Source: an optimization exercise on an open RTL-to-GDS flow (aim: small area). Production flows keep margins and buffers that such runs may drop. The RTL was checked by simulation tests, not by an equivalence proof against the original design. Power figures rest on the tool's default switching activity, not on a simulated workload.

`flow/constraint.sdc`:
```
create_clock -name core_clock -period 6.5 [get_ports {clk}]
set_input_delay 1.3000 -clock core_clock [delete_from_list [all_inputs] [get_ports {clk}]]
set_output_delay 1.3000 -clock core_clock [all_outputs]
set_load 0.01 [all_outputs]
```
`flow/design.v`:
```
package csr_pkg;
    parameter int xlen = 32;
    typedef logic [xlen-1:0] word_t;
    typedef logic [11:0] csr_addr_t;
    typedef enum logic [1:0] {
        priv_u = 2'b00,
        priv_m = 2'b11
    } priv_t;
    localparam csr_addr_t csr_cycle         = 12'hC00;
    localparam csr_addr_t csr_instret       = 12'hC02;
    localparam csr_addr_t csr_cycleh        = 12'hC80;
    localparam csr_addr_t csr_instreth      = 12'hC82;
    localparam csr_addr_t csr_mvendorid     = 12'hF11;
    localparam csr_addr_t csr_marchid       = 12'hF12;
    localparam csr_addr_t csr_mimpid        = 12'hF13;
    localparam csr_addr_t csr_mhartid       = 12'hF14;
    localparam csr_addr_t csr_mconfigptr    = 12'hF15;
    localparam csr_addr_t csr_mstatus       = 12'h300;
    localparam csr_addr_t csr_misa          = 12'h301;
    localparam csr_addr_t csr_mie           = 12'h304;
    localparam csr_addr_t csr_mtvec         = 12'h305;
    localparam csr_addr_t csr_mstatush      = 12'h310;
    localparam csr_addr_t csr_mcountinhibit = 12'h320;
    localparam csr_addr_t csr_mscratch      = 12'h340;
    localparam csr_addr_t csr_mepc          = 12'h341;
    localparam csr_addr_t csr_mcause        = 12'h342;
    localparam csr_addr_t csr_mtval         = 12'h343;
    localparam csr_addr_t csr_mip           = 12'h344;
    localparam csr_addr_t csr_mcycle        = 12'hB00;
    localparam csr_addr_t csr_minstret      = 12'hB02;
    localparam csr_addr_t csr_mcycleh       = 12'hB80;
    localparam csr_addr_t csr_minstreth     = 12'hB82;
    localparam word_t misa_value = 32'h4000_0100;
    localparam word_t impl_id    = 32'h0000_0002;
    localparam logic [1:0] mtvec_mode_direct   = 2'd0;
    localparam logic [1:0] mtvec_mode_vectored = 2'd1;
    localparam int mtvec_align_bits = 7;
    localparam int mti_bit = 7;
    typedef struct packed {
        logic [15:0] platform;
        logic [3:0]  rsvd15_12;
        logic        mei;
        logic [2:0]  rsvd10_8;
        logic        mti;
        logic [2:0]  rsvd6_4;
        logic        msi;
        logic [2:0]  rsvd2_0;
    } irq_fields_t;
    typedef union packed {
        word_t       raw;
        irq_fields_t f;
    } irq_word_u;
endpackage
`timescale 1ns/1ns
module csr_top #(
    parameter int hart_id = 0
) (
    input  logic        clk,
    input  logic        rst_n,
    input  logic [11:0] rd_addr,
    input  logic [11:0] wr_addr,
    input  logic        wr_en,
    input  logic [31:0] wr_data,
    input  logic        stall_exec,
    input  logic        bubble_exec,
    input  logic        trap_insert,
    input  logic        trap_is_mret,
    input  logic [31:0] trap_epc,
    input  logic [31:0] trap_cause,
    input  logic [31:0] trap_val,
    input  logic        mtime_interrupt,
    input  logic [31:0] int_sources,
    output logic [31:0] rd_data,
    output logic        rd_illegal,
    output logic [31:0] mepc,
    output logic [31:0] mtvec,
    output logic [31:0] interrupts,
    output logic        endianness
);
    logic        priv_m;      
    logic        mprv, mpp_m, mpie, ube, mie_b, mbe;
    logic [31:0] mscratch, mcause, mtval;
    logic [63:0] mcycle, minstret;
    logic        cy_inh, ir_inh;
    logic [15:0] pend, en;
    logic        mtie;
    logic retire, wc;
    assign retire = !stall_exec && !bubble_exec;
    assign wc     = wr_en && retire && priv_m;
    logic w_mstatus, w_mstatush, w_mtvec, w_mepc, w_mscratch, w_mcause, w_mtval;
    logic w_minh, w_mip, w_mie, w_cyl, w_cyh, w_irl, w_irh;
    assign w_mstatus  = wc && wr_addr == 12'h300;
    assign w_mstatush = wc && wr_addr == 12'h310;
    assign w_mtvec    = wc && wr_addr == 12'h305;
    assign w_mepc     = wc && wr_addr == 12'h341;
    assign w_mscratch = wc && wr_addr == 12'h340;
    assign w_mcause   = wc && wr_addr == 12'h342;
    assign w_mtval    = wc && wr_addr == 12'h343;
    assign w_minh     = wc && wr_addr == 12'h320;
    assign w_mip      = wc && wr_addr == 12'h344;
    assign w_mie      = wc && wr_addr == 12'h304;
    assign w_cyl      = wc && wr_addr == 12'hB00;
    assign w_cyh      = wc && wr_addr == 12'hB80;
    assign w_irl      = wc && wr_addr == 12'hB02;
    assign w_irh      = wc && wr_addr == 12'hB82;
    logic t_entry, t_mret;
    assign t_entry = trap_insert && !trap_is_mret;
    assign t_mret  = trap_insert && trap_is_mret;
    always_ff @(posedge clk) begin
        if (!rst_n) begin
            priv_m <= 1'b1;
            mprv   <= 1'b0;
            mpp_m  <= 1'b0;
            mpie   <= 1'b1;
            ube    <= 1'b0;
            mie_b  <= 1'b1;
            mbe    <= 1'b0;
        end else begin
            if (w_mstatus) begin
                mprv  <= wr_data[17];
                mpp_m <= &wr_data[12:11];
                mpie  <= wr_data[7];
                ube   <= wr_data[6];
                mie_b <= wr_data[3];
            end
            if (w_mstatush) mbe <= wr_data[5];
            if (t_mret) begin
                priv_m <= mpp_m;
                mie_b  <= mpie;
                mpie   <= 1'b1;
                mpp_m  <= 1'b0;
                if (!mpp_m) mprv <= 1'b0;
            end
            if (t_entry) begin
                priv_m <= 1'b1;
                mpie   <= mie_b;
                mie_b  <= 1'b0;
                mpp_m  <= priv_m;
            end
        end
    end
    logic s_tv_w, s_tv_h, vec;
    assign vec    = !wr_data[1] && wr_data[0];
    assign s_tv_w = rst_n && w_mtvec;
    assign s_tv_h = rst_n && !w_mtvec;
    always_ff @(posedge clk) begin
        mtvec[31:7] <= ({25{s_tv_w}} & wr_data[31:7]) | ({25{s_tv_h}} & mtvec[31:7]);
        mtvec[6:2]  <= ({5{s_tv_w && !vec}} & wr_data[6:2]) | ({5{s_tv_h}} & mtvec[6:2]);
        mtvec[0]    <= (s_tv_w && vec) | (s_tv_h && mtvec[0]);
    end
    assign mtvec[1] = 1'b0;
    logic s_ep_t, s_ep_w, s_ep_h;
    assign s_ep_t = rst_n && t_entry;
    assign s_ep_w = rst_n && !t_entry && w_mepc;
    assign s_ep_h = rst_n && !t_entry && !w_mepc;
    always_ff @(posedge clk) begin
        mepc[31:2] <= ({30{s_ep_t}} & trap_epc[31:2]) | ({30{s_ep_w}} & wr_data[31:2])
                    | ({30{s_ep_h}} & mepc[31:2]);
        mepc[1:0]  <= ({2{s_ep_t}} & trap_epc[1:0]) | ({2{s_ep_h}} & mepc[1:0]);
    end
    logic s_sc_w, s_sc_h;
    assign s_sc_w = rst_n && w_mscratch;
    assign s_sc_h = rst_n && !w_mscratch;
    always_ff @(posedge clk) begin
        mscratch <= ({32{s_sc_w}} & wr_data) | ({32{s_sc_h}} & mscratch);
    end
    logic s_ca_w, s_ca_h, s_tl_w, s_tl_h;
    assign s_ca_w = !t_entry && w_mcause;
    assign s_ca_h = !t_entry && !w_mcause;
    assign s_tl_w = !t_entry && w_mtval;
    assign s_tl_h = !t_entry && !w_mtval;
    always_ff @(posedge clk) begin
        mcause <= ({32{t_entry}} & trap_cause) | ({32{s_ca_w}} & wr_data) | ({32{s_ca_h}} & mcause);
        mtval  <= ({32{t_entry}} & trap_val)   | ({32{s_tl_w}} & wr_data) | ({32{s_tl_h}} & mtval);
    end
    logic cy_inc, ir_inc;
    assign cy_inc = !cy_inh && !w_cyl && !w_cyh;
    assign ir_inc = retire && !ir_inh && !w_irl && !w_irh;
    function automatic logic [63:0] carries(input logic [63:0] q, input logic inc);
        logic [7:0] blk;
        logic       t;
        carries = '0;
        t = inc;
        for (int k = 0; k < 8; k++) begin
            logic c;
            c = t;
            for (int i = 0; i < 8; i++) begin
                carries[8*k+i] = c;
                c = c & q[8*k+i];
            end
            t = t & (&q[8*k +: 8]);
        end
    endfunction
    logic [63:0] cy_t, ir_t;
    assign cy_t = carries(mcycle, cy_inc);
    assign ir_t = carries(minstret, ir_inc);
    logic s_cyl_w, s_cyl_h, s_cyh_w, s_cyh_h, s_irl_w, s_irl_h, s_irh_w, s_irh_h;
    assign s_cyl_w = rst_n && w_cyl;
    assign s_cyl_h = rst_n && !w_cyl;
    assign s_cyh_w = rst_n && w_cyh;
    assign s_cyh_h = rst_n && !w_cyh;
    assign s_irl_w = rst_n && w_irl;
    assign s_irl_h = rst_n && !w_irl;
    assign s_irh_w = rst_n && w_irh;
    assign s_irh_h = rst_n && !w_irh;
    always_ff @(posedge clk) begin
        mcycle[31:0]    <= ({32{s_cyl_w}} & wr_data) | ({32{s_cyl_h}} & (mcycle[31:0] ^ cy_t[31:0]));
        mcycle[63:32]   <= ({32{s_cyh_w}} & wr_data) | ({32{s_cyh_h}} & (mcycle[63:32] ^ cy_t[63:32]));
        minstret[31:0]  <= ({32{s_irl_w}} & wr_data) | ({32{s_irl_h}} & (minstret[31:0] ^ ir_t[31:0]));
        minstret[63:32] <= ({32{s_irh_w}} & wr_data) | ({32{s_irh_h}} & (minstret[63:32] ^ ir_t[63:32]));
    end
    always_ff @(posedge clk) begin
        if (!rst_n) begin
            cy_inh <= 1'b0;
            ir_inh <= 1'b0;
        end else if (w_minh) begin
            cy_inh <= wr_data[0];
            ir_inh <= wr_data[2];
        end
    end
    logic s_ip_w, s_ip_h, s_ie_w, s_ie_h;
    assign s_ip_w = rst_n && w_mip;
    assign s_ip_h = rst_n && !w_mip;
    assign s_ie_w = rst_n && w_mie;
    assign s_ie_h = rst_n && !w_mie;
    always_ff @(posedge clk) begin
        pend <= ({16{s_ip_w}} & wr_data[31:16]) | ({16{s_ip_h}} & pend)
              | ({16{rst_n}} & int_sources[31:16]);
        en   <= ({16{s_ie_w}} & wr_data[31:16]) | ({16{s_ie_h}} & en);
        mtie <= (s_ie_w && wr_data[7]) | (s_ie_h && mtie);
    end
    logic irq_open;
    assign irq_open = !priv_m || mie_b;
    always_comb begin
        interrupts        = '0;
        interrupts[31:16] = {16{irq_open}} & pend & en;
        interrupts[7]     = irq_open && mtime_interrupt && mtie;
    end
    assign endianness = priv_m ? ((mprv && !mpp_m) ? ube : mbe) : ube;
    logic a_cyl, a_cyh, a_irl, a_irh;       
    logic m_cyl, m_cyh, m_irl, m_irh;       
    logic m_sta, m_isa, m_ie, m_tvec, m_stah, m_inh, m_scr, m_epc, m_cau, m_tval, m_ip;
    logic m_zero, m_impid;
    assign a_cyl  = rd_addr == 12'hC00;
    assign a_cyh  = rd_addr == 12'hC80;
    assign a_irl  = rd_addr == 12'hC02;
    assign a_irh  = rd_addr == 12'hC82;
    assign m_cyl  = rd_addr == 12'hB00;
    assign m_cyh  = rd_addr == 12'hB80;
    assign m_irl  = rd_addr == 12'hB02;
    assign m_irh  = rd_addr == 12'hB82;
    assign m_sta  = rd_addr == 12'h300;
    assign m_isa  = rd_addr == 12'h301;
    assign m_ie   = rd_addr == 12'h304;
    assign m_tvec = rd_addr == 12'h305;
    assign m_stah = rd_addr == 12'h310;
    assign m_inh  = rd_addr == 12'h320;
    assign m_scr  = rd_addr == 12'h340;
    assign m_epc  = rd_addr == 12'h341;
    assign m_cau  = rd_addr == 12'h342;
    assign m_tval = rd_addr == 12'h343;
    assign m_ip   = rd_addr == 12'h344;
    assign m_zero = rd_addr == 12'hF11 || rd_addr == 12'hF12 || rd_addr == 12'hF14
                 || rd_addr == 12'hF15;
    assign m_impid = rd_addr == 12'hF13;
    logic any_user, any_mach;
    assign any_user = a_cyl || a_cyh || a_irl || a_irh;
    assign any_mach = m_cyl || m_cyh || m_irl || m_irh || m_sta || m_isa || m_ie || m_tvec
                   || m_stah || m_inh || m_scr || m_epc || m_cau || m_tval || m_ip || m_zero
                   || m_impid;
    assign rd_illegal = !(any_user || (any_mach && priv_m));
    logic r_cyl, r_cyh, r_irl, r_irh;
    logic r_sta, r_isa, r_ie, r_tvec, r_stah, r_inh, r_scr, r_epc, r_cau, r_tval, r_ip, r_impid;
    assign r_cyl  = a_cyl || (m_cyl && priv_m);
    assign r_cyh  = a_cyh || (m_cyh && priv_m);
    assign r_irl  = a_irl || (m_irl && priv_m);
    assign r_irh  = a_irh || (m_irh && priv_m);
    assign r_sta  = m_sta  && priv_m;
    assign r_isa  = m_isa  && priv_m;
    assign r_ie   = m_ie   && priv_m;
    assign r_tvec = m_tvec && priv_m;
    assign r_stah = m_stah && priv_m;
    assign r_inh  = m_inh  && priv_m;
    assign r_scr  = m_scr  && priv_m;
    assign r_epc  = m_epc  && priv_m;
    assign r_cau  = m_cau  && priv_m;
    assign r_tval = m_tval && priv_m;
    assign r_ip   = m_ip   && priv_m;
    assign r_impid = m_impid && priv_m;
    logic [31:0] mstatus_rd, mip_rd, mie_rd, hart_rd;
    assign mstatus_rd = {14'b0, mprv, 4'b0, {2{mpp_m}}, 3'b0, mpie, ube, 1'b1,
                         1'b0, mie_b, 1'b0, 1'b1, 1'b0};
    assign mip_rd = {pend, 8'b0, mtime_interrupt, 7'b0};
    assign mie_rd = {en, 8'b0, mtie, 7'b0};
    assign hart_rd = 32'(hart_id);
    assign rd_data = ({32{r_cyl}}  & mcycle[31:0])
                   | ({32{r_cyh}}  & mcycle[63:32])
                   | ({32{r_irl}}  & minstret[31:0])
                   | ({32{r_irh}}  & minstret[63:32])
                   | ({32{r_sta}}  & mstatus_rd)
                   | ({32{r_isa}}  & 32'h4000_0100)
                   | ({32{r_ie}}   & mie_rd)
                   | ({32{r_tvec}} & mtvec)
                   | ({32{r_stah}} & {26'b0, mbe, 5'b0})
                   | ({32{r_inh}}  & {29'b0, ir_inh, 1'b0, cy_inh})
                   | ({32{r_scr}}  & mscratch)
                   | ({32{r_epc}}  & mepc)
                   | ({32{r_cau}}  & mcause)
                   | ({32{r_tval}} & mtval)
                   | ({32{r_ip}}   & mip_rd)
                   | ({32{r_impid}} & 32'h0000_0002)
                   | ({32{m_zero && rd_addr == 12'hF14 && priv_m}} & hart_rd);
endmodule
```
`flow/standard.sh`:
```
#!/bin/bash
# synth_recipe.tcl (not shown) runs the flow's synth.tcl, then flattens the netlist and writes it again
# the make line also repeats each setting of config.mk as NAME=value (left out here)
make -C /OpenROAD-flow-scripts/flow DESIGN_CONFIG=/design/flow/config.mk WORK_HOME=/design/flow/orfs CLKGATE_MAP_FILE= SYNTH_SCRIPT=/design/flow/synth_recipe.tcl "${@:-finish}"
```
`flow/flow/synth_area.tcl`:
```
# The standard synthesis (synth_recipe.tcl), with one change: the final ABC
# technology mapping uses an area-oriented script (abc_area.script beside this
# file) instead of ORFS's delay-oriented one. Registers are mapped before ABC
# runs, so they are the same as the standard synthesis's.
proc abc {args} {
  set i [lsearch -exact $args -script]
  if {$i >= 0} {
    set args [lreplace $args [expr {$i + 1}] [expr {$i + 1}] $::env(AREA_ABC_SCRIPT)]
  }
  yosys abc {*}$args
}
source $::env(FLOW_SYNTH_TCL)
```
`flow/flow/run.sh`:
```
#!/bin/bash
# Own layout flow: the standard flow, with
#  - synthesis: synth_recipe.tcl unchanged except for an area-oriented ABC
#    mapping script (synth_area.tcl, abc_area.script);
#  - port buffers: every input and output port still gets a buffer, of the
#    smallest buffer cell (buf_1) instead of the one buffer_ports picks;
#  - CTS: small clock buffers and no dummy loads.
# Each tool's output goes to a log file of its own in the work folder.
set -euo pipefail
W=$(pwd)
F="$W/flow"
export FLOW_SYNTH_TCL="$W/synth_recipe.tcl"
export AREA_ABC_SCRIPT="$F/abc_area.script"

# synthesis: standard.sh's own make command, with our synthesis script
sed -e "s#SYNTH_SCRIPT=[^ ]*synth_recipe.tcl#SYNTH_SCRIPT=$F/synth_area.tcl#" standard.sh > standard_area.sh
grep -q "SYNTH_SCRIPT=$F/synth_area.tcl" standard_area.sh
bash standard_area.sh synth > "$W/synth.log" 2>&1

# the rest of the standard flow
export BUFFER_PORTS_ARGS="-buffer_cell sky130_fd_sc_hd__buf_1"
export CTS_ARGS="-sink_clustering_enable -repair_clock_nets -dont_use_dummy_load -buf_list {sky130_fd_sc_hd__clkbuf_4} -sink_clustering_size 8 -sink_clustering_max_diameter 40"
bash standard.sh finish > "$W/layout.log" 2>&1
test -f "$W/out/final.def"
```
`flow/config.mk`:
```
export PLATFORM = sky130hd
export DESIGN_NAME = csr_top
export DESIGN_NICKNAME = csr_top
export VERILOG_FILES = /design/flow/design.v
export SDC_FILE = /design/flow/constraint.sdc
export NUM_CORES = 4
export LEC_CHECK = 0
export CAP_MARGIN = 10
export CORE_MARGIN = 2
export CORE_UTILIZATION = 50
export SLEW_MARGIN = 10
```
`flow/flow/abc_area.script`:
```
&get -n
&st
&dc2
&nf -R 1000
&put
```
==> summary.txt, run 1 <==
Arr. time, crit path=6.33 ns; reg2reg end=mcycle[62]; fillers=between 2000 and 3000; via count of the routed design=14090; post-DP HPWL=about 36000 um; R2R Path Start=priv_m; Final Hold Violating Endpoints=0; # rows=62; Seq/Total Area, Yosys=between 40 and 50%; EDFF count, synth=0; ANT nets after route=0; Final Power=around 0.0035 W; Worst slew margin=21.69%; crit path time final=5.727 ns; unrepaired setup endpoints after global routing=false; Post-CTS Setup Repair Bufs=0; Reg power frac=61.2%; Clk Latency, worst-skew pair=0.72 ns; Syn Inst Count=about 1300; nets=approximately 2000; total global routing overflow=0; All-Layer GR Usage=35.08%; Worst Setup Start Kind=primary input; Die Span Y=approximately 170 um; Storage cell area=about 6600 um^2; Ports=322; Initial DRC Count=about 1800; net load switching power=0.0009387 W; Initial Util=50.44%; IR drop worst, VDD=approximately 0.00014 V; Layout area overhead=16.55%; Horiz. Die Dim=173.5 um; synth warn=2; Reg2Reg Depth=22; PwrDens=about 210 nW/um^2; Worst-Margin Slew=roughly 1.2 ns; CTS tree=yes; cts bufs inserted=51; Cell variety after synth=40; Top FF cell, synth=dfxtp_1; CTS-repair resized insts=0; DRC viols=0; ys async rst share=0%; Leak=6.848 nW; FMAX=around 170 MHz; Final Util=58.78%; Post-CTS Hold Buffers=0; H-tree Lvls=2; vias per inst=6.692; DRT Pass-1 Iters=7; total die area=30090 um^2; worst hold path class=flop to flop; final wirelength=between 50000 and 60000 um; share of layout cells above drive strength 1=7.039%; setup slack, reg-to-reg=between 1 and 1.5 ns; DR WL/cell=25.87 um; clock sinks=329; Hold Path Sink=pend[6]; Netlist Area Pre-Place=14360 um^2; Max clock buf depth=3; Yosys reg bits=329; Mapped Avg Cell Area=10.75 um^2; status=finished clean; Core Area=28470 um^2; Setup violations, final=0; I/O Buffers=between 200 and 300; hold depth=2; P_int=0.002546 W; max-slew violation count=0; skew final=0.09115 ns; HP Start=pend[6]; routability cong.=0.9091; first-pass GRT wire length=just over 80000 um; Comb pwr share=around 8.5%; vias in the first global route=roughly 13000; top cell type's share of synthesized area=45.87%; Clk pin slew, worst setup/hold paths=0.09 ns; top post-synthesis cells by area=dfxtp_1 46%, a22o_1 14%, ha_1 9.8%, a222oi_1 9.5%, a22oi_1 3.2%; combined area of the multi-input logic cells=7426 um^2; fin crit share=88.11%; largest net degree at the start of global routing=43; max_cap viols=0; initial antenna violation count=1; root buf cell=clkbuf_4; kind of critical path=primary input to flop; Net Sw Frac=between 20 and 30%; post-synth top area cell=dfxtp_1; crit path capture type=flop; Setup TNS=0 ns; Crit Path Max Fanout=6; Clock power frac=30.3%; Worst Path Required=~7 ns
power groups by stage:
| stage | clock network (W) | registers (W) | logic, W |
|---|---|---|---|
| 4_1_cts | 0.00107 | 0.00213 | 0.000292 |
| 5_1_grt | 0.00114 | 0.00214 | 0.000320 |
| 3_3_place_gp | 0 | 0.00218 | 0.000285 |
| 3_5_place_dp | 0 | 0.00218 | 0.000291 |
| 6_report | 0.00106 | 0.00213 | 0.000295 |
| 2_1_floorplan | 0 | 0.00217 | 0.000139 |
Yosys cell counts (2+ instances only):
cell type,instances
a21oi_1,40
a221oi_1,20
a222oi_1,136
a22o_1,227
a22oi_1,62
a31oi_1,5
a32oi_1,2
and2_0,6
and3_1,25
and4b_1,4
buf_4,16
clkinv_1,113
dfxtp_1,329
ha_1,112
nand2_1,42
nand2b_1,4
nand3_1,7
nand3b_1,4
nand4_1,61
nand4b_1,2
nor2_1,34
nor2b_1,3
nor3_1,14
nor4_1,8
nor4b_1,6
o211ai_1,2
o21ai_0,12
o22ai_1,2
or3_1,12
xor2_1,16
worst max-delay path, cell delays in order:
cell and delay, ns:
buf_1 0.07, nor2_1 0.08, nand3_1 0.11, nor4b_1 0.09, buf_4 0.17, and3_1 0.21
or3b_1 0.37, or3_1 0.44, nor3_1 0.42, nand2_1 0.17, or3_1 0.48, or3_1 0.47
nor3_1 0.24, buf_4 0.17, and2_0 0.17, ha_1 0.19, ha_1 0.17, ha_1 0.14
ha_1 0.14, ha_1 0.14, ha_1 0.15, ha_1 0.22, a22o_1 0.20
cells in the final DEF (no fill, tap or decap), types with 43 or more instances in the layout:
cell type  synthesis  routed
nand4_1           61      61
clkbuf_4           0      51
a22oi_1           62      62
dfxtp_1          329     329
buf_1              0     289
ha_1             112     112
a22o_1           227     227
a222oi_1         136     136
buf_4             16      43
clkinv_1         113     113
how the worst max path moves through the flow:
stage / startpoint / end / cells past startpoint
2_1_floorplan: rd_addr[9] / rd_data[18] / 8
3_3_place_gp: bubble_exec / mcycle[62] / 23
3_5_place_dp: bubble_exec / mcycle[62] / 23
5_1_grt: bubble_exec / mcycle[62] / 23
4_1_cts: bubble_exec / mcycle[62] / 23
6_report: bubble_exec / mcycle[62] / 23
registers in the layout, indices dropped and copies added (netlist names):
signal	cells
cy_inh	1
en	16
ir_inh	1
mbe	1
mcause	32
mcycle	64
mepc	32
mie_b	1
minstret	64
mpie	1
mpp_m	1
mprv	1
mscratch	32
mtie	1
mtval	32
mtvec	31
pend	16
priv_m	1
ube	1
stage by stage:
stage                     area, um^2  hold slack, ns  cells  worst slack (ns)
after floorplan                14420          0.4314   1351            0.9422
after global placement         16340          0.4510   2052            0.2714
after detailed placement       16340          0.4600   2052            0.1255
after CTS                      16730          0.4725   2103            0.8466
after global routing           16730          0.4860   2105            0.5798
final                          16730          0.4704   2106            0.7730
routing by layer:
layer	vias to the layer above	part of all wire [%]	GRT usage, %
met5	-	0	0
met4	0	3.8	13.88
met3	137	9.1	5.877
met2	812	46	58.00
met1	6831	41	45.83
li1	6313	-	-
cell families after synthesis:
logic type | share of synthesized area, %
compound gates | 30.44
xor+xnor | 0.9759
fa+ha+maj | 9.759
buf+inv | 3.791
flops | 45.87
mux | 0.1481
other cells | 0.02612
simple gates | 8.993
area by class of cell:
type                       count  share of cell area (%)
clock buffer                  51                   2.288
antenna                        3                 0.04486
timing repair buffer         333                   8.531
sequential                   329                   39.36
multi-input combinational    893                   44.37
inverter                     113                   2.535
tap                          384                   2.871
==> inputs of run 2 (changes only) <==
==> flow/flow/abc_area.script (replaced) <==
&get -n
&st
&dc2
&nf -R 1000
&put
&get -n
&st
&dc2
&nf -R 1000
&put
==> run 2 against run 1 <==
  * Clock skew decreased by 0.022 ns
  * Via count decreased by 0.58%
  * Final cell count decreased by 1.6%
  * Synthesized cell count decreased by 1.8%
  * Count of clock-buffer cells in the layout unchanged
  * Die area decreased by 1.0%
  * First-iteration DRC count increased by 34%
  * Clock power about the same
  * Flip-flop and latch count unchanged
  * Total power decreased by 0.10%
  * Critical path depth decreased by 1
  * Critical endpoint is now minstret[62]
  * Largest cell class unchanged
==> summary.txt, run 2 <==
Setup violations, final=0; status=finished clean; Worst Path Required=7.10 ns; Reg2Reg Depth=21; Core Area=27860 um^2; via count of the routed design=between 10000 and 15000; H-tree Lvls=2; nets=around 2000; P_int=0.002546 W; Clock power frac=slightly above 30%; Cell variety after synth=40; clock sinks=between 300 and 400; I/O Buffers=289; Seq/Total Area, Yosys=46.36%; Leak=~6.7 nW; max-slew violation count=0; Post-CTS Setup Repair Bufs=0; post-DP HPWL=about 35000 um; # rows=61; top post-synthesis cells by area=dfxtp_1 46%, a22o_1 13%, a222oi_1 12%, ha_1 9.9%, clkinv_1 3.0%; unrepaired setup endpoints after global routing=false; Worst-Margin Slew=1.255 ns; PwrDens=209.9 nW/um^2; FMAX=187.6 MHz; Max clock buf depth=3; DR WL/cell=26.01 um; Crit Path Max Fanout=6; Yosys reg bits=between 300 and 400; EDFF count, synth=0; kind of critical path=primary input to flop; Horiz. Die Dim=172.6 um; Setup TNS=0 ns; total die area=29780 um^2; skew final=0.06866 ns; Ports=322; initial antenna violation count=2; first-pass GRT wire length=between 80000 and 90000 um; vias per inst=roughly 6.8; ys async rst share=0%; Initial DRC Count=2361; routability cong.=just under 0.9; most common cell in the netlist=dfxtp_1; Syn Inst Count=roughly 1300; Worst Setup Start Kind=primary input; largest net degree at the start of global routing=43; most common cell after layout, fill and taps aside=dfxtp_1; max_cap viols=0; Clk pin slew, worst setup/hold paths=around 0.070 ns; crit path capture type=flop; cts bufs inserted=between 50 and 60; final wirelength=around 54000 um; post-synth top area cell=dfxtp_1; CTS-repair resized insts=0; worst hold path class=flop to flop; ANT nets after route=0; Reg power frac=between 60 and 70%; Regs by FF count=mcycle (64), minstret (64); total global routing overflow=0; synth cell count leaders=329 x dfxtp_1, 212 x a22o_1, 176 x a222oi_1; most frequent cells in the layout=329 x dfxtp_1, 289 x buf_1, 212 x a22o_1, 176 x a222oi_1; Clk Latency, worst-skew pair=0.72 ns; Top FF cell, synth=dfxtp_1; Final Util=59.51%; IR drop worst, VDD=0.0001183 V; Die Span Y=172.6 um; Worst slew margin=between 10% and 20%; vias in the first global route=13390; Mapped Avg Cell Area=10.83 um^2; Post-CTS Hold Buffers=0; hold depth=2; Initial Util=51.00%; synth warn=2; Final Hold Violating Endpoints=0; crit path time final=5.329 ns; root buf cell=clkbuf_4; Comb pwr share=8.5%; Layout area overhead=16.70%; Arr. time, crit path=5.92 ns; Net Sw Frac=between 20% and 30%; CTS tree=yes; net load switching power=0.0009347 W; share of layout cells above drive strength 1=7.265%; Netlist Area Pre-Place=14210 um^2; DRT Pass-1 Iters=8; fillers=2580; fin crit share=81.99%; All-Layer GR Usage=34.70%; top cell type's share of synthesized area=46.36%; DRC viols=0
## run 2: changes by cell type in the layout (fill, tap and decap cells not counted), moves of 6 or more
| cell | delta |
|---|---|
| or3_1 | -6 |
| nand4_1 | -7 |
| a22o_1 | -15 |
| a22oi_1 | -34 |
| nand3_1 | +10 |
| a222oi_1 | +40 |
| nor3_2 | +7 |
| a221oi_1 | -14 |
## run 2: stage by stage
step | setup WS [ns] | cells | power [W] | hold WS (ns) | area (um^2)
3_3_place_gp | 0.5760 | 2019 | 0.002459 | 0.4492 | 16190
4_1_cts | 1.245 | 2071 | 0.003487 | 0.4614 | 16580
6_report | 1.171 | 2072 | 0.003481 | 0.4615 | 16580
2_1_floorplan | 0.9460 | 1327 | 0.002310 | 0.4399 | 14260
3_5_place_dp | 0.5156 | 2020 | 0.002467 | 0.4524 | 16190
5_1_grt | 0.8597 | 2072 | 0.003600 | 0.4888 | 16580
## run 2: per-layer routing
layer | track usage [%] | vias up | wire length, um
met1 | 47.68 | 6763 | 22800
met3 | 8.201 | 132 | 5964
met5 | 0 | - | 13
li1 | - | 6241 | -
met2 | 53.97 | 873 | 23530
met4 | 11.11 | 2 | 1586
## run 2: worst paths after layout
kind | start | end | slack [ns]
max | bubble_exec | minstret[62] | 1.17
min | pend[2] | pend[2] | 0.46
max reg2reg | priv_m | minstret[62] | 1.41
min reg2reg | pend[2] | pend[2] | 0.46
## run 2: worst max-delay path, cell delays in order
cell      delay, ns
buf_1          0.07
nor2_1         0.06
nand3_1        0.10
nor4b_1        0.06
buf_4          0.16
nand3_1        0.12
nand4b_1       0.16
or3_1          0.48
nor3_1         0.43
nand2_1        0.15
or3_1          0.46
or3_1          0.44
nor3_1         0.34
and2_0         0.23
ha_1           0.17
ha_1           0.15
ha_1           0.15
ha_1           0.15
ha_1           0.15
ha_1           0.16
ha_1           0.22
a22o_1         0.20
## run 2: cells by family (layout without fill, tap and decap cells)
| family | after synthesis | after routing | share of synthesized area (%) |
|---|---|---|---|
| muxes | 2 | 2 | 0.1497 |
| other | 1 | 17 | 0.02639 |
| and+or+nand+nor | 233 | 233 | 8.701 |
| DFF | 329 | 329 | 46.36 |
| adders and majority gates | 112 | 112 | 9.863 |
| AOI/OAI and AO/OA | 491 | 491 | 30.11 |
| buffers and inverters | 128 | 494 | 3.805 |
| xor gates and xnor gates | 16 | 16 | 0.9863 |
## run 2: power by group through the flow
stage | sequential (W) | clock, W | combinational [W]
after floorplan | 0.00217 | 0 | 0.000140
after global placement | 0.00218 | 0 | 0.000283
after detailed placement | 0.00218 | 0 | 0.000288
after CTS | 0.00213 | 0.00107 | 0.000289
after global routing | 0.00214 | 0.00114 | 0.000319
final | 0.00213 | 0.00105 | 0.000295
## run 2: area by class of cell
cell class              instances  area, um^2  area share, %
multi-input cells             870        7302          44.04
flip-flops and latches        329        6586          39.73
repair buffers                331        1413          8.520
well taps                     378       473.0          2.853
inverters                     112       420.4          2.536
clock buffers                  51       382.9          2.309
diodes                          1       2.502        0.01509
==> inputs of run 3 (changes only) <==
==> flow/flow/abc_area.script (replaced) <==
&get -n
&st
&dc2
&nf -R 1000
&put
--- a/flow/config.mk
+++ b/flow/config.mk
@@ -9,3 +9,3 @@
 export CORE_MARGIN = 2
-export CORE_UTILIZATION = 50
+export CORE_UTILIZATION = 65
 export SLEW_MARGIN = 10
==> run 3 against run 2 <==
  * Sequential share of layout area about the same
  * Still clean
  * Maximum frequency decreased by 6.5%
  * Routed wire length is 6.6% lower
  * Combinational power about the same
  * Cell area about the same
  * Core utilization is 17 points higher
  * Largest power group unchanged
  * Worst hold slack improved by 0.013 ns
  * Register-to-register slack hardly changed
  * Flip-flop and latch count unchanged
==> summary.txt, run 3 <==
Netlist Area Pre-Place=14360 um^2; CTS-repair resized insts=0; DR WL/cell=25.18 um; synth warn=2; Ports=322; crit path capture type=flop; post-synth top area cell=dfxtp_1; final instance area=approximately 17000 um^2; placed cell area=16210 um^2; Setup TNS=0 ns; Crit Path Max Fanout=6; crit path time final=roughly 5.7 ns; clock sinks=between 300 and 400; nets=slightly above 2000; EDFF count, synth=0; Worst Path Required=7.07 ns; main combinational cell family by area after synthesis=compound AO/OA/AOI/OAI gates; Cell variety after synth=40; vias in the first global route=13730; PwrDens=approximately 210 nW/um^2; Clock power frac=29.4%; DP Worst Slack=0.2370 ns; most common cell in the netlist=dfxtp_1; via count of the routed design=14340; most frequent cells in the layout=329 x dfxtp_1, 289 x buf_1, 227 x a22o_1, 136 x a222oi_1, 113 x clkinv_1; Die Span Y=152.6 um; setup slack, reg-to-reg=1.40 ns; Seq/Total Area, Yosys=45.87%; vias per inst=7.169; most common cell after layout, fill and taps aside=dfxtp_1; Final Hold Violating Endpoints=0; Synth Area in Simple Gates=~9.0%; P_int=0.002534 W; Arr. time, crit path=6.27 ns; H-tree Lvls=2; largest net degree at the start of global routing=43; CTS tree=yes; multiplexer area fraction after synthesis=less than 1%; Initial Util=66.00%; initial antenna violation count=1; Initial DRC Count=approximately 2200; first-pass GRT wire length=76440 um; Post-CTS Hold Buffers=0; # rows=54; Post-CTS Setup Repair Bufs=0; IR drop worst, VDD=0.0001550 V; routability cong.=0.9418; Comb pwr share=8.5%; Worst slew margin=a little under an eighth; Setup violations, final=0; cts bufs inserted=49; XOR/XNOR Fraction of Synth Area=0.9759%; synth cell count leaders=329 x dfxtp_1, 227 x a22o_1, 136 x a222oi_1; All-Layer GR Usage=41.28%; worst setup margin=0.7978 ns; Leak=6.840 nW; DRT Pass-1 Iters=13; fillers=1651; final wirelength=50360 um; post-DP HPWL=roughly 34000 um; max-slew violation count=0; ys async rst share=0%; net load switching power=slightly above 0.0009 W; share of layout cells above drive strength 1=6.985%; fin crit share=between 80 and 90%; unrepaired setup endpoints after global routing=false; Clk pin slew, worst setup/hold paths=0.09 ns; max_cap viols=0; Hold Slack=roughly 0.47 ns; post-synthesis adder-cell area fraction=9.759%; Core Area=21760 um^2; I/O Buffers=289; Clk Latency, worst-skew pair=0.70 ns; skew final=0.07353 ns; Worst Setup Start Kind=primary input; Mapped Avg Cell Area=10.75 um^2; Regs by FF count=mcycle (64), minstret (64); Net Sw Frac=26.33%; worst hold path class=flop to flop; root buf cell=clkbuf_4; combined area of the multi-input logic cells=about 7400 um^2; ANT nets after route=0; Reg2Reg Depth=21; Top FF cell, synth=dfxtp_1; Reg power frac=62.1%; total die area=between 20000 and 25000 um^2; Storage cell area=6586 um^2; Horiz. Die Dim=152.6 um; Syn Inst Count=approximately 1300; top post-synthesis cells by area=dfxtp_1 46%, a22o_1 14%, ha_1 9.8%, a222oi_1 9.5%, a22oi_1 3.2%; kind of critical path=primary input to flop; top cell type's share of synthesized area=45.87%; Max clock buf depth=3; hold depth=2; Yosys reg bits=329; FMAX=175.4 MHz; Worst-Margin Slew=1.307 ns; total global routing overflow=0; Layout area overhead=15.55%; status=finished clean; Final Power=0.003440 W; DRC viols=0; post-synthesis compound-gate area fraction=30.44%
## run 3: power groups by stage
stage,registers (W),logic [W],clock network (W)
floorplan,0.00217,0.000139,0
global placement,0.00218,0.000277,0
detailed placement,0.00218,0.000286,0
CTS,0.00213,0.000286,0.00101
global route,0.00214,0.000315,0.00109
finish,0.00213,0.000294,0.00101
## run 3: worst paths after layout
kind           endpoint        start
min reg2reg     pend[8]      pend[8]
min             pend[8]      pend[8]
max reg2reg  mcycle[62]       priv_m
max          mcycle[62]  bubble_exec
## run 3: layout make-up
cell class	instances	share of cell area [%]
multi-input combinational	893	44.68
sequential	329	39.70
timing repair buffer	334	8.710
inverter	113	2.557
clock buffer	49	2.217
tap	280	2.112
antenna	2	0.03017
## run 3: logic make-up after synthesis
group / count (synthesis)
AO/OA/AOI/OAI: 513
XOR/XNOR: 16
adder cells (fa/ha/maj): 112
buffers and inverters: 129
flip-flops: 329
multiplexers: 2
other: 1
AND/OR/NAND/NOR: 234
## run 3: worst max-delay path, stage by stage
cell      delay, ns
buf_1          0.16
nor2_1         0.09
nand3_1        0.16
nor4b_1        0.11
clkbuf_2       0.17
and3_1         0.22
or3b_1         0.40
or3_1          0.42
nor3_1         0.33
nand2_1        0.13
or3_1          0.45
or3_1          0.46
nor3_1         0.23
buf_4          0.17
and2_0         0.13
ha_1           0.19
ha_1           0.17
ha_1           0.14
ha_1           0.14
ha_1           0.14
ha_1           0.14
ha_1           0.22
a22o_1         0.20
## run 3: through the flow
stage | util (%) | instances
6_report | 76.26 | 2000
5_1_grt | 76.25 | 1999
4_1_cts | 76.21 | 1997
3_5_place_dp | 74.52 | 1948
3_3_place_gp | 74.52 | 1948
2_1_floorplan | - | 1351
## run 3: routing by layer
| metal | wire [um] | vias to the layer above | track usage, % |
|---|---|---|---|
| li1 | - | 6310 | - |
| met1 | 18710 | 6865 | 52.42 |
| met2 | 23840 | 1013 | 68.50 |
| met3 | 5678 | 150 | 7.736 |
| met4 | 2120 | 0 | 18.92 |
| met5 | 0 | - | 0 |
==> inputs of run 4 (changes only) <==
--- a/flow/design.v
+++ b/flow/design.v
@@ -89,18 +89,34 @@
     assign wc     = wr_en && retire && priv_m;
+    logic wh3, whb, wd0, wd1, wd2, wd4, wd8, wl0, wl1, wl2, wl3, wl4, wl5, wc3, wcb;
+    assign wh3 = wr_addr[11:8] == 4'h3;
+    assign whb = wr_addr[11:8] == 4'hB;
+    assign wd0 = wr_addr[7:4] == 4'h0;
+    assign wd1 = wr_addr[7:4] == 4'h1;
+    assign wd2 = wr_addr[7:4] == 4'h2;
+    assign wd4 = wr_addr[7:4] == 4'h4;
+    assign wd8 = wr_addr[7:4] == 4'h8;
+    assign wl0 = wr_addr[3:0] == 4'h0;
+    assign wl1 = wr_addr[3:0] == 4'h1;
+    assign wl2 = wr_addr[3:0] == 4'h2;
+    assign wl3 = wr_addr[3:0] == 4'h3;
+    assign wl4 = wr_addr[3:0] == 4'h4;
+    assign wl5 = wr_addr[3:0] == 4'h5;
+    assign wc3 = wc && wh3;
+    assign wcb = wc && whb;
     logic w_mstatus, w_mstatush, w_mtvec, w_mepc, w_mscratch, w_mcause, w_mtval;
     logic w_minh, w_mip, w_mie, w_cyl, w_cyh, w_irl, w_irh;
-    assign w_mstatus  = wc && wr_addr == 12'h300;
-    assign w_mstatush = wc && wr_addr == 12'h310;
-    assign w_mtvec    = wc && wr_addr == 12'h305;
-    assign w_mepc     = wc && wr_addr == 12'h341;
-    assign w_mscratch = wc && wr_addr == 12'h340;
-    assign w_mcause   = wc && wr_addr == 12'h342;
-    assign w_mtval    = wc && wr_addr == 12'h343;
-    assign w_minh     = wc && wr_addr == 12'h320;
-    assign w_mip      = wc && wr_addr == 12'h344;
-    assign w_mie      = wc && wr_addr == 12'h304;
-    assign w_cyl      = wc && wr_addr == 12'hB00;
-    assign w_cyh      = wc && wr_addr == 12'hB80;
-    assign w_irl      = wc && wr_addr == 12'hB02;
-    assign w_irh      = wc && wr_addr == 12'hB82;
+    assign w_mstatus  = wc3 && wd0 && wl0;
+    assign w_mstatush = wc3 && wd1 && wl0;
+    assign w_mtvec    = wc3 && wd0 && wl5;
+    assign w_mepc     = wc3 && wd4 && wl1;
+    assign w_mscratch = wc3 && wd4 && wl0;
+    assign w_mcause   = wc3 && wd4 && wl2;
+    assign w_mtval    = wc3 && wd4 && wl3;
+    assign w_minh     = wc3 && wd2 && wl0;
+    assign w_mip      = wc3 && wd4 && wl4;
+    assign w_mie      = wc3 && wd0 && wl4;
+    assign w_cyl      = wcb && wd0 && wl0;
+    assign w_cyh      = wcb && wd8 && wl0;
+    assign w_irl      = wcb && wd0 && wl2;
+    assign w_irh      = wcb && wd8 && wl2;
     logic t_entry, t_mret;
@@ -239,52 +255,46 @@
     assign endianness = priv_m ? ((mprv && !mpp_m) ? ube : mbe) : ube;
-    logic a_cyl, a_cyh, a_irl, a_irh;       
-    logic m_cyl, m_cyh, m_irl, m_irh;       
-    logic m_sta, m_isa, m_ie, m_tvec, m_stah, m_inh, m_scr, m_epc, m_cau, m_tval, m_ip;
-    logic m_zero, m_impid;
-    assign a_cyl  = rd_addr == 12'hC00;
-    assign a_cyh  = rd_addr == 12'hC80;
-    assign a_irl  = rd_addr == 12'hC02;
-    assign a_irh  = rd_addr == 12'hC82;
-    assign m_cyl  = rd_addr == 12'hB00;
-    assign m_cyh  = rd_addr == 12'hB80;
-    assign m_irl  = rd_addr == 12'hB02;
-    assign m_irh  = rd_addr == 12'hB82;
-    assign m_sta  = rd_addr == 12'h300;
-    assign m_isa  = rd_addr == 12'h301;
-    assign m_ie   = rd_addr == 12'h304;
-    assign m_tvec = rd_addr == 12'h305;
-    assign m_stah = rd_addr == 12'h310;
-    assign m_inh  = rd_addr == 12'h320;
-    assign m_scr  = rd_addr == 12'h340;
-    assign m_epc  = rd_addr == 12'h341;
-    assign m_cau  = rd_addr == 12'h342;
-    assign m_tval = rd_addr == 12'h343;
-    assign m_ip   = rd_addr == 12'h344;
-    assign m_zero = rd_addr == 12'hF11 || rd_addr == 12'hF12 || rd_addr == 12'hF14
-                 || rd_addr == 12'hF15;
-    assign m_impid = rd_addr == 12'hF13;
-    logic any_user, any_mach;
-    assign any_user = a_cyl || a_cyh || a_irl || a_irh;
-    assign any_mach = m_cyl || m_cyh || m_irl || m_irh || m_sta || m_isa || m_ie || m_tvec
-                   || m_stah || m_inh || m_scr || m_epc || m_cau || m_tval || m_ip || m_zero
-                   || m_impid;
-    assign rd_illegal = !(any_user || (any_mach && priv_m));
+    logic h3, hb, hc, hf, d0, d1, d2, d4, d8, l0, l1, l2, l3, l4, l5;
+    assign h3 = rd_addr[11:8] == 4'h3;
+    assign hb = rd_addr[11:8] == 4'hB;
+    assign hc = rd_addr[11:8] == 4'hC;
+    assign hf = rd_addr[11:8] == 4'hF;
+    assign d0 = rd_addr[7:4] == 4'h0;
+    assign d1 = rd_addr[7:4] == 4'h1;
+    assign d2 = rd_addr[7:4] == 4'h2;
+    assign d4 = rd_addr[7:4] == 4'h4;
+    assign d8 = rd_addr[7:4] == 4'h8;
+    assign l0 = rd_addr[3:0] == 4'h0;
+    assign l1 = rd_addr[3:0] == 4'h1;
+    assign l2 = rd_addr[3:0] == 4'h2;
+    assign l3 = rd_addr[3:0] == 4'h3;
+    assign l4 = rd_addr[3:0] == 4'h4;
+    assign l5 = rd_addr[3:0] == 4'h5;
+    logic cnt_hit, p3, pf;
+    assign cnt_hit = hc || (hb && priv_m);
+    assign p3 = h3 && priv_m;
+    assign pf = hf && priv_m && d1;
     logic r_cyl, r_cyh, r_irl, r_irh;
-    logic r_sta, r_isa, r_ie, r_tvec, r_stah, r_inh, r_scr, r_epc, r_cau, r_tval, r_ip, r_impid;
-    assign r_cyl  = a_cyl || (m_cyl && priv_m);
-    assign r_cyh  = a_cyh || (m_cyh && priv_m);
-    assign r_irl  = a_irl || (m_irl && priv_m);
-    assign r_irh  = a_irh || (m_irh && priv_m);
-    assign r_sta  = m_sta  && priv_m;
-    assign r_isa  = m_isa  && priv_m;
-    assign r_ie   = m_ie   && priv_m;
-    assign r_tvec = m_tvec && priv_m;
-    assign r_stah = m_stah && priv_m;
-    assign r_inh  = m_inh  && priv_m;
-    assign r_scr  = m_scr  && priv_m;
-    assign r_epc  = m_epc  && priv_m;
-    assign r_cau  = m_cau  && priv_m;
-    assign r_tval = m_tval && priv_m;
-    assign r_ip   = m_ip   && priv_m;
-    assign r_impid = m_impid && priv_m;
+    logic r_sta, r_isa, r_ie, r_tvec, r_stah, r_inh, r_scr, r_epc, r_cau, r_tval, r_ip;
+    logic r_impid, r_hart;
+    assign r_cyl   = cnt_hit && d0 && l0;
+    assign r_cyh   = cnt_hit && d8 && l0;
+    assign r_irl   = cnt_hit && d0 && l2;
+    assign r_irh   = cnt_hit && d8 && l2;
+    assign r_sta   = p3 && d0 && l0;
+    assign r_isa   = p3 && d0 && l1;
+    assign r_ie    = p3 && d0 && l4;
+    assign r_tvec  = p3 && d0 && l5;
+    assign r_stah  = p3 && d1 && l0;
+    assign r_inh   = p3 && d2 && l0;
+    assign r_scr   = p3 && d4 && l0;
+    assign r_epc   = p3 && d4 && l1;
+    assign r_cau   = p3 && d4 && l2;
+    assign r_tval  = p3 && d4 && l3;
+    assign r_ip    = p3 && d4 && l4;
+    assign r_impid = pf && l3;
+    assign r_hart  = pf && l4;
+    assign rd_illegal = !((cnt_hit && (d0 || d8) && (l0 || l2))
+                       || (p3 && ((d0 && (l0 || l1 || l4 || l5)) || ((d1 || d2) && l0)
+                                  || (d4 && (l0 || l1 || l2 || l3 || l4))))
+                       || (pf && (l1 || l2 || l3 || l4 || l5)));
     logic [31:0] mstatus_rd, mip_rd, mie_rd, hart_rd;
@@ -311,3 +321,3 @@
                    | ({32{r_impid}} & 32'h0000_0002)
-                   | ({32{m_zero && rd_addr == 12'hF14 && priv_m}} & hart_rd);
+                   | ({32{r_hart}} & hart_rd);
 endmodule
==> flow/flow/abc_area.script (replaced) <==
&get -n
&st
&dc2
&nf -R 1000
&put
&get -n
&st
&dc2
&nf -R 1000
&put
--- a/flow/config.mk
+++ b/flow/config.mk
@@ -7,5 +7,5 @@
 export LEC_CHECK = 0
-export CAP_MARGIN = 10
+export CAP_MARGIN = 0
 export CORE_MARGIN = 2
-export CORE_UTILIZATION = 65
-export SLEW_MARGIN = 10
+export CORE_UTILIZATION = 50
+export SLEW_MARGIN = 0
==> run 4 against run 3 <==
  * Clock skew up 0.023 ns
  * Synthesized cell count shrank 1.6%
  * Flip-flop and latch count stayed put
  * Highest routed layer is now met5
==> summary.txt, run 4 <==
Seq/Total Area, Yosys=46.32%; EDFF count, synth=0; CTS-repair resized insts=0; Syn Inst Count=1315; Die Span Y=about 170 um; post-DP HPWL=between 30000 and 40000 um; via count of the routed design=14020; crit path time final=5.608 ns; max_cap viols=0; ys async rst share=0%; PwrDens=209.3 nW/um^2; H-tree Lvls=2; CTS tree=yes; post-synthesis compound-gate area fraction=30.48%; total die area=29800 um^2; share of layout cells above drive strength 1=7.075%; post-synth top area cell=dfxtp_1; Mapped Avg Cell Area=~11 um^2; max-slew violation count=0; largest net degree at the start of global routing=49; cts bufs inserted=50; synth warn=2; vias per inst=6.754; Crit Path Max Fanout=4; FMAX=178.3 MHz; XOR/XNOR Fraction of Synth Area=less than 1%; Setup TNS=0 ns; Synth Area in Simple Gates=8.491%; total global routing overflow=0; Yosys reg bits=approximately 330; most frequent cells in the layout=329 x dfxtp_1, 289 x buf_1, 231 x a22o_1, 142 x a222oi_1, 112 x ha_1; Leak=6.813 nW; post-synthesis adder-cell area fraction=9.855%; All-Layer GR Usage=35.00%; Post-CTS Setup Repair Bufs=0; Netlist Area Pre-Place=14220 um^2; Worst Path Required=7.06 ns; unrepaired setup endpoints after global routing=false; initial antenna violation count=4; top cell type's share of synthesized area=46.32%; Post-CTS Hold Buffers=0; Initial DRC Count=approximately 2100; kind of critical path=primary input to flop; Horiz. Die Dim=172.6 um; Hold Slack=~0.47 ns; fin crit share=a little under nine tenths; main combinational cell family by area after synthesis=compound AO/OA/AOI/OAI gates; clock sinks=329; status=finished clean; nets=2002; IR drop worst, VDD=~0.00017 V; Clk Latency, worst-skew pair=0.71 ns; Core Area=about 28000 um^2; Regs by FF count=mcycle (64), minstret (64); synth cell count leaders=329 x dfxtp_1, 231 x a22o_1, 142 x a222oi_1; Arr. time, crit path=6.16 ns; Worst-Margin Slew=1.360 ns; Setup violations, final=0; DRT Pass-1 Iters=7; worst hold path class=flop to flop; most common cell in the netlist=dfxtp_1; # rows=61; ANT nets after route=0; Worst slew margin=9.102%; Ports=between 300 and 400; Cell variety after synth=40; first-pass GRT wire length=81030 um; skew final=0.09661 ns; DRC viols=0; I/O Buffers=289; Max clock buf depth=3; Layout area overhead=16.55%; Clk pin slew, worst setup/hold paths=0.08 ns; top post-synthesis cells by area=dfxtp_1 46%, a22o_1 14%, a222oi_1 10%, ha_1 9.9%, clkinv_1 2.9%; crit path capture type=flop; DR WL/cell=between 20 and 30 um; Initial Util=51.04%; final wirelength=54510 um; Worst Setup Start Kind=primary input; most common cell after layout, fill and taps aside=dfxtp_1; vias in the first global route=13440; multiplexer area fraction after synthesis=0.1496%; Final Hold Violating Endpoints=0; routability cong.=0.9089; root buf cell=clkbuf_4; Top FF cell, synth=dfxtp_1
==> run 4: cell types whose count changed after synthesis, moves of 5 or more <==
cell	change
a222oi_1	+6
a22oi_1	-14
clkinv_1	-5
nand3_1	+9
nand4_1	-7
nor3_1	+10
o21ai_0	-5
or3_1	-6
==> run 4: final timing paths <==
check,from,endpoint,slack (ns),cells after the start
worst max-delay path,bubble_exec,minstret[62],0.89,22
worst min register to register,mcause[10],mcause[10],0.47,2
worst max register to register,priv_m,minstret[62],1.20,20
worst min-delay path,mcause[10],mcause[10],0.47,2
==> run 4: report_power, final <==
group	switching (W)	internal (W)
Clock	0.000688	0.000352
Combinational	0.000195	0.0000987
Sequential	0.0000472	0.00209
Total	0.000930	0.00254
==> run 4: cell families after synthesis <==
group,Yosys count
flops,329
compound gates,503
xor+xnor,16
fa+ha+maj,112
simple gates,228
buf+inv,124
other cells,1
mux,2
==> run 4: area by class of cell <==
type / instances / area, um^2
Multi-Input combinational cell: 877 / 7308
Timing Repair Buffer: 332 / 1420
Sequential cell: 329 / 6586
Tap cell: 378 / 473.0
Fill cell: 2561 / 11280
Antenna cell: 2 / 5.005
Inverter: 108 / 405.4
Clock buffer: 50 / 375.4
==> run 4: stage by stage <==
stage	utilization [%]	setup slack, ns	area, um^2	power (W)	cells
final	59.49	0.8921	16570	0.003468	2076
after global routing	59.49	0.6535	16570	0.003602	2076
after CTS	59.47	0.9622	16570	0.003477	2074
after detailed placement	58.13	0.2384	16190	0.002465	2024
after global placement	58.13	0.3647	16190	0.002458	2024
after floorplan	-	1.041	14280	0.002308	1330
==> run 4: critical path, cell delays in order <==
cell and delay, ns:
buf_1 0.09, nor2_1 0.08, nand3_1 0.10, nor3_1 0.07
nand3_1 0.23, nor2_1 0.12, nor4b_1 0.47, nand2_1 0.23
nor3_1 0.34, nand2_1 0.16, or3_1 0.44, or3_1 0.48
nor3_1 0.40, and2_0 0.27, ha_1 0.19, ha_1 0.16
ha_1 0.15, ha_1 0.15, ha_1 0.15, ha_1 0.15
ha_1 0.22, a22o_1 0.20
==> run 4: layer usage <==
metal / vias up / routed length [um] / global-route usage (%) / part of all wire [%]
met5: - / 13 / 0 / 0.024
met3: 110 / 6643 / 9.015 / 12
li1: 6222 / - / - / -
met2: 881 / 23930 / 53.75 / 44
met4: 2 / 1343 / 10.79 / 2.5
met1: 6807 / 22590 / 48.32 / 41
==> inputs of run 5 (changes only) <==
--- a/flow/config.mk
+++ b/flow/config.mk
@@ -7,5 +7,6 @@
 export LEC_CHECK = 0
-export CAP_MARGIN = 0
+export CAP_MARGIN = 10
 export CORE_MARGIN = 2
 export CORE_UTILIZATION = 50
-export SLEW_MARGIN = 0
+export PLACE_DENSITY = 0.8
+export SLEW_MARGIN = 10
==> run 5 against run 4 <==
  * Die area unchanged
  * Maximum frequency decreased by 1.6%
  * Synthesized cell count unchanged
  * Register-to-register slack about the same
  * Highest routed layer unchanged
  * Flip-flop and latch count unchanged
  * Critical path type unchanged
  * Core utilization about the same
  * Clock power about the same
  * First-iteration DRC count increased by 19%
  * Via count increased by 2.6%
  * Largest cell class unchanged
  * Count of clock-buffer cells in the layout increased by 1
  * Synthesized area unchanged
  * Combinational power about the same
==> summary.txt, run 5 <==
status=finished clean; Reg2Reg Depth=20; final wirelength=53140 um; Arr. time, crit path=6.31 ns; max_cap viols=0; Worst Setup Start Kind=primary input; Max clock buf depth=3; I/O Buffers=289; fin crit share=between 80% and 90%; top cell type's share of synthesized area=46.32%; R2R Path Start=priv_m; Cell variety after synth=40; Setup violations, final=0; Post-CTS Hold Buffers=0; Hold Path Sink=pend[14]; Regs by FF count=mcycle (64), minstret (64); clock sinks=about 330; kind of critical path=primary input to flop; Seq/Total Area, Yosys=46.32%; Top cell by count, worst path=ha_1; Ports=about 320; Clk Latency, worst-skew pair=~0.72 ns; Worst-Margin Slew=1.226 ns; crit path time final=5.699 ns; synth cell count leaders=329 x dfxtp_1, 231 x a22o_1, 142 x a222oi_1; Syn Inst Count=about 1300; Clk pin slew, worst setup/hold paths=0.08 ns; Final Hold Violating Endpoints=0; XOR/XNOR Fraction of Synth Area=less than 1%; most common cell after layout, fill and taps aside=dfxtp_1; DRC viols=0; hold depth=2; Core Area=approximately 28000 um^2; vias in the first global route=14060; most common cell in the netlist=dfxtp_1; ANT nets after route=0; cts bufs inserted=between 50 and 60; worst setup margin=0.8014 ns; H-tree Lvls=2; Netlist Area Pre-Place=~14000 um^2; Crit. Startpoint=bubble_exec; critical path's largest stage delay=between 0.4 and 0.5 ns; post-synthesis compound-gate area fraction=about 30%; Top FF cell, synth=dfxtp_1; DR WL/cell=25.64 um; most frequent cells in the layout=329 x dfxtp_1, 289 x buf_1, 231 x a22o_1, 142 x a222oi_1, 112 x ha_1; delay-heaviest family, CP=simple AND/OR/NAND/NOR gates; setup slack, reg-to-reg=1.21 ns; Mapped Avg Cell Area=10.81 um^2; Initial Util=between 50% and 60%; root buf cell=clkbuf_4; Synth Area in Simple Gates=approximately 8.5%; Leak=just under 7 nW; # rows=just over 60; largest net degree at the start of global routing=52; crit path capture type=flop; Post-CTS Setup Repair Bufs=0; multiplexer area fraction after synthesis=less than 1%; post-DP HPWL=35970 um; Initial DRC Count=roughly 2500; Horiz. Die Dim=roughly 170 um; via count of the routed design=14380; Worst slew margin=18.06%; max-slew violation count=0; initial antenna violation count=1; PwrDens=209.5 nW/um^2; Yosys reg bits=roughly 330; DP Worst Slack=0.1494 ns; CTS tree=yes; vias per inst=~7; main combinational cell family by area after synthesis=compound AO/OA/AOI/OAI gates; worst-path cell chain=buf_1, nor2_1, nand3_1, nor3_1, nand3_1, nor2_1, or3_1, or3_1, or3_1, nor3_1, nand2_1, or3_1, nor3_1, and2_0, ha_1, ha_1, ha_1, ha_1, ha_1, ha_1, ha_1, a22o_1; Crit Path Max Fanout=4; HP Start=pend[14]; first-pass GRT wire length=80260 um; share of layout cells above drive strength 1=6.966%; post-synthesis adder-cell area fraction=about a tenth; nets=2000; post-synth top area cell=dfxtp_1; Setup TNS=0 ns; routability cong.=0.9303; DRT Pass-1 Iters=7; fillers=2448; Layout area overhead=16.52%; ys async rst share=0%; reg2reg end=mcycle[62]; CTS-repair resized insts=0; total die area=29800 um^2; Slowest cell on crit path=or3_1; top post-synthesis cells by area=dfxtp_1 46%, a22o_1 14%, a222oi_1 10%, ha_1 9.9%, clkinv_1 2.9%; total global routing overflow=0; Die Span Y=172.6 um; Crit path buffers/inverters=1; synth warn=2; Worst Path Required=7.11 ns; FMAX=roughly 180 MHz; skew final=0.08287 ns; unrepaired setup endpoints after global routing=false; worst hold path class=flop to flop; IR drop worst, VDD=0.0001121 V; EDFF count, synth=0; All-Layer GR Usage=33.97%
==> run 5: cell types whose count changed in the layout (fill, tap and decap cells not counted) <==
cell / delta
diode_2: -1
clkbuf_4: +1
nor3_2: -2
nor3_4: +2
buf_4: -3
==> run 5: report_power, final <==
group	switching, W	total [W]	internal, W
sequential	0.0000499	0.00214	0.00209
clock	0.000682	0.00104	0.000359
combinational	0.000195	0.000292	0.0000977
total	0.000927	0.00347	0.00254
==> run 5: final cells by class <==
class,instances,area (um^2),area share [%]
Antenna cell,1,2.502,0.01510
Clock buffer,51,382.9,2.311
Inverter,108,405.4,2.447
Multi-Input combinational cell,877,7321,44.19
Sequential cell,329,6586,39.75
Tap cell,378,473.0,2.855
Timing Repair Buffer,329,1398,8.435
==> run 5: tightest hold or removal path: cells and delay by family, from the launching register on <==
family / cells / cell delay, ns
flops: 1 / 0.32
compound gates: 1 / 0.05
simple gates: 1 / 0.05
==> run 5: metal layers <==
metal	vias up	routed length [um]	track usage, %
li1	6214	-	-
met5	-	65	0
met3	163	7294	10.03
met4	2	1991	13.75
met2	1080	23440	52.98
met1	6921	20350	44.16
==> run 5: metrics by stage <==
stage / std cells / cell area, um^2 / util, % / hold slack [ns] / power, W
4_1_cts: 2072 / 16560 / 59.44 / 0.4659 / 0.003460
3_5_place_dp: 2021 / 16180 / 58.07 / 0.4524 / 0.002463
3_3_place_gp: 2021 / 16180 / 58.07 / 0.4430 / 0.002452
5_1_grt: 2073 / 16570 / 59.47 / 0.4969 / 0.003586
6_report: 2073 / 16570 / 59.47 / 0.4660 / 0.003471
2_1_floorplan: 1330 / 14280 / - / 0.4307 / 0.002308
==> run 5: worst max-delay path by stage <==
stage | slack (ns) | to | depth (start not counted)
3_3_place_gp | 0.35 | mcycle[62] | 22
5_1_grt | 0.57 | mcycle[62] | 22
6_report | 0.80 | mcycle[62] | 22
2_1_floorplan | 1.04 | mcause[0] | 4
3_5_place_dp | 0.15 | mcycle[62] | 22
4_1_cts | 0.88 | mcycle[62] | 22
==> run 5: cell families after synthesis <==
logic type / count (synthesis)
AO/OA/AOI/OAI: 503
XOR/XNOR: 16
adder cells (fa/ha/maj): 112
buffers and inverters: 124
flip-flops: 329
multiplexers: 2
other: 1
AND/OR/NAND/NOR: 228
==> inputs of run 6 (changes only) <==
--- a/flow/config.mk
+++ b/flow/config.mk
@@ -10,3 +10,2 @@
 export CORE_UTILIZATION = 50
-export PLACE_DENSITY = 0.8
 export SLEW_MARGIN = 10
==> run 6 against run 5 <==
  * Still clean on timing, DRC and antenna
  * Cell area is essentially flat
  * Worst setup slack gained 0.091 ns
  * Core utilization is essentially flat
  * Synthesized area is the same
  * Worst hold slack gained 0.0017 ns
  * Sequential power is essentially flat
  * Count of clock-buffer cells in the layout shrank 1
  * Register-to-register slack is essentially flat
  * Routed wire length grew 2.6%
==> summary.txt, run 6 <==
status=finished clean; CTS-repair resized insts=0; Layout area overhead=16.55%; first-pass GRT wire length=81030 um; DP Worst Slack=0.2384 ns; routability cong.=0.9089; most frequent cells in the layout=329 x dfxtp_1, 289 x buf_1, 231 x a22o_1, 142 x a222oi_1, 112 x ha_1; total global routing overflow=0; post-DP HPWL=35900 um; hold depth=2; Core Area=27860 um^2; Cell variety after synth=40; Clk pin slew, worst setup/hold paths=0.08 ns; initial antenna violation count=4; post-synth top area cell=dfxtp_1; Final Power=0.003468 W; ys async rst share=0%; Die Span Y=between 150 and 200 um; EDFF count, synth=0; worst-path cell chain=buf_1, nor2_1, nand3_1, nor3_1, nand3_1, nor2_1, nor4b_1, nand2_1, nor3_1, nand2_1, or3_1, or3_1, nor3_1, and2_0, ha_1, ha_1, ha_1, ha_1, ha_1, ha_1, ha_1, a22o_1; Worst-Margin Slew=1.360 ns; Yosys reg bits=roughly 330; Crit path buffers/inverters=1; kind of critical path=primary input to flop; HP Start=mcause[10]; crit path capture type=flop; max-slew violation count=0; Final Util=59.49%; Initial DRC Count=2118; Syn Inst Count=1315; Reg power frac=between 60 and 70%; Final Hold Violating Endpoints=0; Initial Util=51.04%; synth cell count leaders=329 x dfxtp_1, 231 x a22o_1, 142 x a222oi_1; reg2reg end=minstret[62]; critical path's largest stage delay=0.48 ns; largest net degree at the start of global routing=49; worst hold path class=flop to flop; Hold Slack=0.4678 ns; PwrDens=209.3 nW/um^2; Seq/Total Area, Yosys=46.32%; top cell type's share of synthesized area=46.32%; Setup violations, final=0; root buf cell=clkbuf_4; Clk Latency, worst-skew pair=0.71 ns; via count of the routed design=14020; most common cell in the netlist=dfxtp_1; net load switching power=0.0009298 W; Horiz. Die Dim=172.6 um; R2R Path Start=priv_m; Setup TNS=0 ns; unrepaired setup endpoints after global routing=false; Post-CTS Setup Repair Bufs=0; cts bufs inserted=50; share of layout cells above drive strength 1=7.075%; vias per inst=6.754; Reg2Reg Depth=20; All-Layer GR Usage=about a third; # rows=61; DRT Pass-1 Iters=7; Crit Path Max Fanout=4; setup slack, reg-to-reg=1.20 ns; H-tree Lvls=2; crit path time final=5.608 ns; ANT nets after route=0; fin crit share=86.27%; clock sinks=roughly 330; Worst Setup Start Kind=primary input; Top FF cell, synth=dfxtp_1; I/O Buffers=289; FMAX=178.3 MHz; max_cap viols=0; Top cell by count, worst path=ha_1; IR drop worst, VDD=0.0001694 V; DRC viols=0; Arr. time, crit path=6.16 ns; Worst slew margin=9.102%; Max clock buf depth=3; nets=2002; Clock power frac=30.0%; top post-synthesis cells by area=dfxtp_1 46%, a22o_1 14%, a222oi_1 10%, ha_1 9.9%, clkinv_1 2.9%; Netlist Area Pre-Place=14220 um^2; delay-heaviest family, CP=simple AND/OR/NAND/NOR gates; worst setup margin=0.8921 ns; Mapped Avg Cell Area=10.81 um^2; final wirelength=54510 um; Post-CTS Hold Buffers=0; Hold Path Sink=mcause[10]; total die area=29800 um^2; Ports=322; Net Sw Frac=26.81%; CTS tree=yes; DR WL/cell=26.26 um; Comb pwr share=8.5%; P_int=0.002538 W; most common cell after layout, fill and taps aside=dfxtp_1; Leak=just under 7 nW; Worst Path Required=7.06 ns; synth warn=2; Slowest cell on crit path=or3_1; skew final=roughly 0.097 ns; Regs by FF count=mcycle (64), minstret (64); vias in the first global route=13440
run 6: worst max-delay path by stage:
stage,from,end,slack (ns),cells after the start
finish,bubble_exec,minstret[62],0.89,22
global route,bubble_exec,mcycle[62],0.65,22
CTS,bubble_exec,mcycle[62],0.96,22
detailed placement,bubble_exec,mcycle[62],0.24,22
global placement,bubble_exec,mcycle[62],0.36,22
floorplan,trap_is_mret,mcause[0],1.04,4
run 6: area by class of cell:
cell class / instances / area (um^2)
Fill cell: 2561 / 11280
Multi-Input combinational cell: 877 / 7308
Sequential cell: 329 / 6586
Timing Repair Buffer: 332 / 1420
Tap cell: 378 / 473.0
Inverter: 108 / 405.4
Clock buffer: 50 / 375.4
Antenna cell: 2 / 5.005
run 6: stage by stage:
step	std cells	instance area (um^2)
after floorplan	1330	14280
after detailed placement	2024	16190
after CTS	2074	16570
final	2076	16570
after global placement	2024	16190
after global routing	2076	16570
run 6: worst register-to-register path: cells and delay by family, from the launching register on:
kind,cells,cell delay (ns)
flops,1,0.42
fa+ha+maj,7,1.18
simple gates,12,3.35
compound gates,1,0.20
run 6: routing by layer:
layer	wire length, um	global-route usage (%)	up-vias	part of all wire, %
li1	-	-	6222	-
met1	22590	48.32	6807	41
met2	23930	53.75	881	44
met3	6643	9.015	110	12
met4	1343	10.79	2	2.5
met5	13	0	-	0.024
run 6: cells by family (layout without fill, tap and decap cells):
kind of cell    Yosys count  count (layout)  synth area share [%]
buf+inv                 124             490                 3.696
simple gates            228             228                 8.491
compound gates          503             503                 30.48
fa+ha+maj               112             112                 9.855
mux                       2               2                0.1496
other cells               1              18               0.02637
xor+xnor                 16              16                0.9855
flops                   329             329                 46.32
run 6: power groups by stage:
stage / Sequential [W] / Clock (W) / Combinational (W)
3_5_place_dp: 0.00218 / 0 / 0.000286
4_1_cts: 0.00213 / 0.00106 / 0.000287
2_1_floorplan: 0.00217 / 0 / 0.000137
6_report: 0.00213 / 0.00104 / 0.000293
5_1_grt: 0.00214 / 0.00114 / 0.000316
3_3_place_gp: 0.00218 / 0 / 0.000281

==> separate check: timing with driven ports <==
In the flow no input, the clock included, has a driving cell. The finished layouts below were timed again as built, in two steps.
Step 1: set_driving_cell puts a clkbuf_16 on clk and a buf_2 on each other input, an assumption about the parent block.
Step 2, shift: input delay + t, output delay - t, t = (earliest + latest rising clock arrival at the registers) / 2. This alone moves slack from input paths to output paths.
Three values: ideal, step 1, step 2; two values: the first two.
run	t, ns	setup WS [ns]	worst setup path after step 2	worst slew at a driven data input, ns
run 1	0.725	0.773 / 0.798 / 0.074	input to register	0.07
run 2	0.738	1.171 / 1.193 / 0.455	input to register	0.07
run 3	0.704	0.798 / 0.812 / 0.108	input to register	0.06
run 4	0.711	0.892 / 0.917 / 0.207	input to register	0.08
run 5	0.732	0.801 / 0.826 / 0.094	input to register	0.07
run 6	0.711	0.892 / 0.917 / 0.207	input to register	0.08
After both steps every run listed still meets setup and hold. For run 2, which loses most, drivers alone change the setup slack by +0.022 ns; drivers and shift together by -0.716 ns.
